Background: an optimization exercise with open tools, aiming at small area. Do not read the settings as production practice.
In this exercise RTL edits were held to simulation tests only and were not proved equivalent to the original.
Power and IR drop assume default switching activity.

==> flow/design.v <==
`timescale 1ns/1ps
`default_nettype none
module orderBookDirectoryParser
(
    input  wire logic                    clk,
    input  wire logic                    rst,
    input  wire logic [(8 * 8)-1:0]   dataIn,
    input  wire logic                    wordValid,
    input  wire logic                    start,
    input  wire logic [3-1:0] startOffset,
    output logic                         recordValid,
    output logic [31:0]                  timeStamp,
    output logic [31:0]                  orderBookId,
    output logic [(8 * 8)-1:0]        symbol,
    output logic [95:0]                  isin,
    output logic [7:0]                   financialProduct,
    output logic [23:0]                  tradingCurrency,
    output logic [15:0]                  decimalsInPrice,
    output logic [15:0]                  decimalsInNominalValue,
    output logic [31:0]                  oddLotSize,
    output logic [31:0]                  roundLotSize,
    output logic [31:0]                  blockLotSize,
    output logic [(8 * 8)-1:0]        nominalValue
);
    localparam int MSG_BITS = 7 * (8 * 8);
    logic                    busy;        
    logic [2:0]              beat;        
    logic [3-1:0] offset;      
    logic                    pending;     
    logic [MSG_BITS-1:0]     msgBuf;      
    logic [MSG_BITS-1:0]     record;
    logic                    firstBeat;
    logic                    anyBeat;
    logic                    lastBeat;
    logic [3-1:0] shift;
    logic [(8 * 8)-1:0]   rotWord;
    assign firstBeat = !busy && wordValid && start;
    assign anyBeat = firstBeat || (busy && wordValid);
    assign lastBeat = busy && wordValid &&
                      ((beat == 3'd7) || ((beat == 3'd6) && (offset == '0)));
    assign shift = busy ? offset : startOffset;
    assign rotWord = {dataIn, dataIn} >> {shift, 3'b000};
    always_ff @(posedge clk) begin
        if (rst) begin
            busy <= 1'b0;
            beat <= 3'd0;
            pending <= 1'b0;
            recordValid <= 1'b0;
        end else begin
            pending <= lastBeat;
            recordValid <= pending;
            if (lastBeat) begin
                busy <= 1'b0;
                beat <= 3'd0;
            end else if (anyBeat) begin
                busy <= 1'b1;
                beat <= beat + 3'd1;
            end
        end
    end
    always_ff @(posedge clk) begin
        if (firstBeat) begin
            offset <= startOffset;
        end
    end
    logic [7*8-1:0] writeByte;
    logic [7*8-1:0] keepByte;
    logic loadRecord;
    logic holdRecord;
    always_comb begin
        for (int w = 0; w < 7; w++) begin
            for (int j = 0; j < 8; j++) begin
                writeByte[8 * w + j] = anyBeat &&
                    (beat == ((j + shift >= 8) ? w + 1 : w));
            end
        end
    end
    assign keepByte = ~writeByte;
    assign loadRecord = pending && !rst;
    assign holdRecord = !pending && !rst;
    logic [MSG_BITS-1:0] msgBufNext;
    logic [MSG_BITS-1:0] recordNext;
    for (genvar i = 0; i < MSG_BITS; i++) begin : g_bit
        selectBit bufSel (
            .a (rotWord[i % (8 * 8)]),
            .aSel (writeByte[i / 8]),
            .b (msgBuf[i]),
            .bSel (keepByte[i / 8]),
            .y (msgBufNext[i])
        );
        selectBit recordSel (
            .a (msgBuf[i]),
            .aSel (loadRecord),
            .b (record[i]),
            .bSel (holdRecord),
            .y (recordNext[i])
        );
    end
    always_ff @(posedge clk) begin
        msgBuf <= msgBufNext;
        record <= recordNext;
    end
    assign timeStamp = record[31:0];
    assign orderBookId = record[63:32];
    assign symbol = record[127:64];
    assign isin = record[223:128];
    assign financialProduct = record[231:224];
    assign tradingCurrency = record[255:232];
    assign decimalsInPrice = record[271:256];
    assign decimalsInNominalValue = record[287:272];
    assign oddLotSize = record[319:288];
    assign roundLotSize = record[351:320];
    assign blockLotSize = record[383:352];
    assign nominalValue = record[447:384];
endmodule
`default_nettype wire
`default_nettype none
module selectBit
(
    input  wire logic a,
    input  wire logic aSel,
    input  wire logic b,
    input  wire logic bSel,
    output logic      y
);
    assign y = (a & aSel) | (b & bSel);
endmodule
`default_nettype wire
==> flow/flow/run.sh <==
#!/bin/bash
# The standard layout, with two changes: the port buffers are the smallest
# buffer cell, and clock tree synthesis is tuned for area.
set -euo pipefail
bash standard.sh synth > synth.log 2>&1
bash standard.sh \
    "BUFFER_PORTS_ARGS=-buffer_cell sky130_fd_sc_hd__buf_1" \
    "CTS_ARGS=-sink_clustering_enable -repair_clock_nets -dont_use_dummy_load -buf_list sky130_fd_sc_hd__clkbuf_8 -sink_clustering_size 16 -sink_clustering_max_diameter 60" \
    finish > layout.log 2>&1
==> flow/standard.sh <==
#!/bin/bash
# synth_recipe.tcl (not shown) runs the flow's synth.tcl, then flattens the netlist and writes it again
# the make line also repeats each setting of config.mk as NAME=value (left out here)
make -C /OpenROAD-flow-scripts/flow DESIGN_CONFIG=/design/flow/config.mk WORK_HOME=/design/flow/orfs CLKGATE_MAP_FILE= SYNTH_SCRIPT=/design/flow/synth_recipe.tcl "${@:-finish}"
==> flow/config.mk <==
export PLATFORM = sky130hd
export DESIGN_NAME = orderBookDirectoryParser
export DESIGN_NICKNAME = orderBookDirectoryParser
export VERILOG_FILES = /design/flow/design.v
export SDC_FILE = /design/flow/constraint.sdc
export NUM_CORES = 4
export LEC_CHECK = 0
export CAP_MARGIN = 0
export CORE_MARGIN = 2
export CORE_UTILIZATION = 60
export GPL_TIMING_DRIVEN = 0
export SLEW_MARGIN = 0
export SYNTH_HIERARCHICAL = 1
==> flow/constraint.sdc <==
create_clock -name core_clock -period 5.0 [get_ports {clk}]
set_input_delay 1.0000 -clock core_clock [delete_from_list [all_inputs] [get_ports {clk}]]
set_output_delay 1.0000 -clock core_clock [all_outputs]
set_load 0.01 [all_outputs]
==> impl_metrics.toml <==
[status]
status = "complete, but fails checks"
checkFailReasons = "slew limit"

[clock_tree]
cts.repair_timing.setup_buffer_count = 0
holdBufCountCts = 0
htree_levels = 3
tritoncts = "built"
cts_resized = 0
cts_made_buffers = 66
clock_sinks = 905
clk_latency_ns = 0.70
path_clk_slew_ns = 0.10
cts_root_buf = "clkbuf_8"
clockBufferDepth = 3

[route]
drt_wl_total_um = 98900
drtIter0Drc = 2440
post_drt_via_cell_ratio = 6.65
wl_per_cell_um = 27.6
vias = 23784
ant_nets = 0
drcViolationCount = 0
drt_pass1_iterations = 6

[setup_path]
worstPathRequired_ns = 5.62
crit_path_end_kind = "register"
cp_max_fo = 10
rr_worst_depth = 7
r2r_slack_ns = 1.70
critical_path_class = "register to register"
worstSetupStartpointType = "register"
cp_common_cell = "clkbuf_1"
cp_data_arrival_time_ns = 3.92
crit_path_cell_trace = "clkbuf_1 -> a32o_1 -> clkbuf_1 -> clkbuf_1 -> a22o_1 -> a221oi_1 -> a22o_1"
critPathMaxStageDelay_ns = 1.13
slowest_stage = "a221oi_1"

[finish]
nFillCells = 3600
area_growth_pct = 16.2
final_cells = 3577
layout.nets = 3011
drive_gt1_share_pct = 6.75
fin_util_pct = 70.9

[yosys]
synthXorXnorAreaFrac_pct = 0.420
synthArstFlopShare_pct = 0
ys_seq_area_share_pct = 62.2
synth_area_leaders = "dfxtp_1, a22o_1, mux2i_1"
synth-main-ff-cell = "dfxtp_1"
synth_top_area_share_pct = 61.9
netlist_area_sq_um = 29200
netlist_instances = 2260
synth_fa_ha_area_share_pct = 0.257
yosys.area_share.simple_pct = 2.08
yosysTopAreaCell = "dfxtp_1"
synth_seq_cells = 905
syn_avg_cell_area_sq_um = 12.9
synth_compound_area_share_pct = 31.3
ys_warn_count = 7
syn_nets = 2337
synth_cell_types = 37
synth_edf_count = 3
synth_top_family_by_area = "compound AO/OA/AOI/OAI gates"
muxShareOfSynthArea_pct = 2.86

[timing]
skew_ns = 0.0375
final.period_utilization_pct = 66.1
worst_slew_pin_slew_ns = 1.55
fmax_ghz = 0.303
slew_violations = 7
finalSetupViolCount = 0
post-route-min-period_ns = 3.30
rsz0062_at_grt = "false"
max-slew-margin-rel_pct = -3.57
setup_ws_ns = 1.70
hold_viol = 0

[power]
finalPower_mw = 14.5
p_leak_nw = 13.6
ir_drop_mv = 0.278
p_per_area_nw_per_um2 = 427

[placement]
gp_congestion = 0.927
port_buffers = 519
dp_slack_ns = 1.06
placed_cells = 3477
post-dp-hpwl_um = 69600

[floorplan]
die_h_um = 225
die_w_um = 225
row_count = 80
dieArea_sq_um = 50400
core_region_area_sq_um = 47800
start_util_pct = 61.0
ios = 520

[flow_run]
drv_cap = 0

[hold_path]
worst_hold_path_type = "register to register"
whs_path_depth = 1

[grt]
grt_max_degree = 51
globalRouteOverflowTotal = 0
grt_pass1_vias = 22265
grt_pass1_wl_um = 143000
grt.total_usage_pct = 37.5
antenna_found_initial = 32
-- final timing paths --
kind,from,endpoint
worst max-delay path,offset[2]$_DFFE_PP_,msgBuf[58]$_DFF_P_
worst min-delay path,msgBuf[93]$_DFF_P_,record[93]$_DFF_P_
worst min register to register,msgBuf[93]$_DFF_P_,record[93]$_DFF_P_
worst max register to register,offset[2]$_DFFE_PP_,msgBuf[58]$_DFF_P_
-- flip-flops by register name (all words and copies together) (netlist names) --
name and count:
msgBuf 448, record 448, beat 3, offset 3, busy 1, pending 1, recordValid 1
-- layer usage --
layer	GRT usage (%)	share of wire [%]	up-vias
li1	-	-	10418
met1	49.1	40	11751
met2	55.8	44	1307
met3	11.3	11	296
met4	20.8	5.4	12
met5	0	0.080	-
-- modules after synthesis (local to each module, per instance) --
module | times used | flip-flops and latches | cells inside | cell area [sq um]
orderBookDirectoryParser | 1 | 905 | 1364 | 21300
selectBit | 896 | 0 | 1 | 8.76
-- final cells by class --
class / count / area (sq um) / area share, %
Inverter: 13 / 48.8 / 0.144
Buffer: 46 / 210 / 0.620
Timing Repair Buffer: 606 / 2840 / 8.37
Tap cell: 615 / 769 / 2.27
Antenna cell: 30 / 75.1 / 0.221
Sequential cell: 905 / 18100 / 53.5
Clock buffer: 66 / 908 / 2.68
Multi-Input combinational cell: 1296 / 10900 / 32.2
-- cell families after synthesis --
logic type,after synthesis
buffers and inverters,59
XOR/XNOR,14
adder cells (fa/ha/maj),6
AND/OR/NAND/NOR,149
multiplexers,82
flip-flops,905
AO/OA/AOI/OAI,1045
-- critical path, delay by kind of cell, from the launching register on --
family / cells / cell delay, ns
AOI/OAI and AO/OA: 4 / 2.02
buffers and inverters: 3 / 0.83
DFF: 1 / 0.39
-- cells in the final DEF, fill, tap and decap left out, drive strengths merged --
| cell type | Yosys | routed |
|---|---|---|
| nand2b | 1 | 1 |
| and2 | 6 | 6 |
| a31o | 1 | 1 |
| a221oi | 64 | 64 |
| nor2b | 3 | 3 |
| clkbuf | 28 | 96 |
| dfxtp | 902 | 902 |
| edfxtp | 3 | 3 |
| nor3 | 3 | 3 |
| clkinv | 1 | 1 |
| a21oi | 6 | 6 |
| or2 | 1 | 1 |
| o32ai | 1 | 1 |
| a32o | 1 | 1 |
| nor3b | 1 | 1 |
| xnor2 | 14 | 14 |
| a211oi | 1 | 1 |
| buf | 18 | 622 |
| o21ai | 5 | 5 |
| a41o | 1 | 1 |
| nor2 | 57 | 57 |
| mux2i | 82 | 82 |
| nand3 | 6 | 6 |
| o21a | 3 | 3 |
| a22o | 960 | 960 |
| a311oi | 1 | 1 |
| nand2 | 70 | 70 |
| nand3b | 1 | 1 |
| diode | 0 | 30 |
| inv | 12 | 12 |
| ha | 6 | 6 |
| a21o | 1 | 1 |
-- per-stage QoR --
stage               instance area [sq um]  hold WS, ns   TNS, ns
finish                              33900        0.477         0
global route                        33900        0.488         0
CTS                                 33800        0.475         0
detailed placement                  32900        0.452         0
global placement                    31900        0.453  -1799.51
floorplan                           29200        0.444   -546.46
-- synthesized netlist by cell type, types with 5 or more instances --
cell      count
ha_1          6
and2_1        6
buf_4         7
a22o_1      960
buf_2         9
nor2_1       57
xnor2_1      14
dfxtp_1     902
mux2i_1      81
nand2_1      70
a21oi_1       5
a221oi_1     64
nand3_1       6
clkbuf_1     28
inv_1        11
-- power by group --
group          total [mW]  switching, mW  internal, mW  leakage (nW)
logic                2.08           1.07          1.01          5.78
clock network        3.35           2.16          1.19         0.475
registers            9.03          0.701          8.33          7.39
total                14.5           3.93          10.5          13.6

==> port drivers added, routing unchanged <==
How much do the figures lean on ideal ports? The routed layout below was timed once more, with nothing changed but the port constraints. Step 1 (the two cells are an assumption about what drives the block):
set clk [get_ports {clk}]
set_driving_cell -lib_cell sky130_fd_sc_hd__clkbuf_16 $clk
set_driving_cell -lib_cell sky130_fd_sc_hd__buf_2 [delete_from_list [all_inputs] $clk]
Step 2 times the ports against the registers' clock, not the clock port: input delays grow and output delays shrink by t, the midpoint of the rising clock arrivals with the driver on. Slacks: no drivers / after step 1 / after step 2; pairs: no drivers / after step 1.
t (ns): 0.742
setup slack, ns: 1.695 / 1.695 / 0.990
worst hold slack (ns): 0.477 / 0.477 / 0.477
slew at the worst register clock pin (ns): 0.10 / 0.10
The setup slack of this run moves by 0.000 ns with the drivers and by -0.705 ns with both steps.
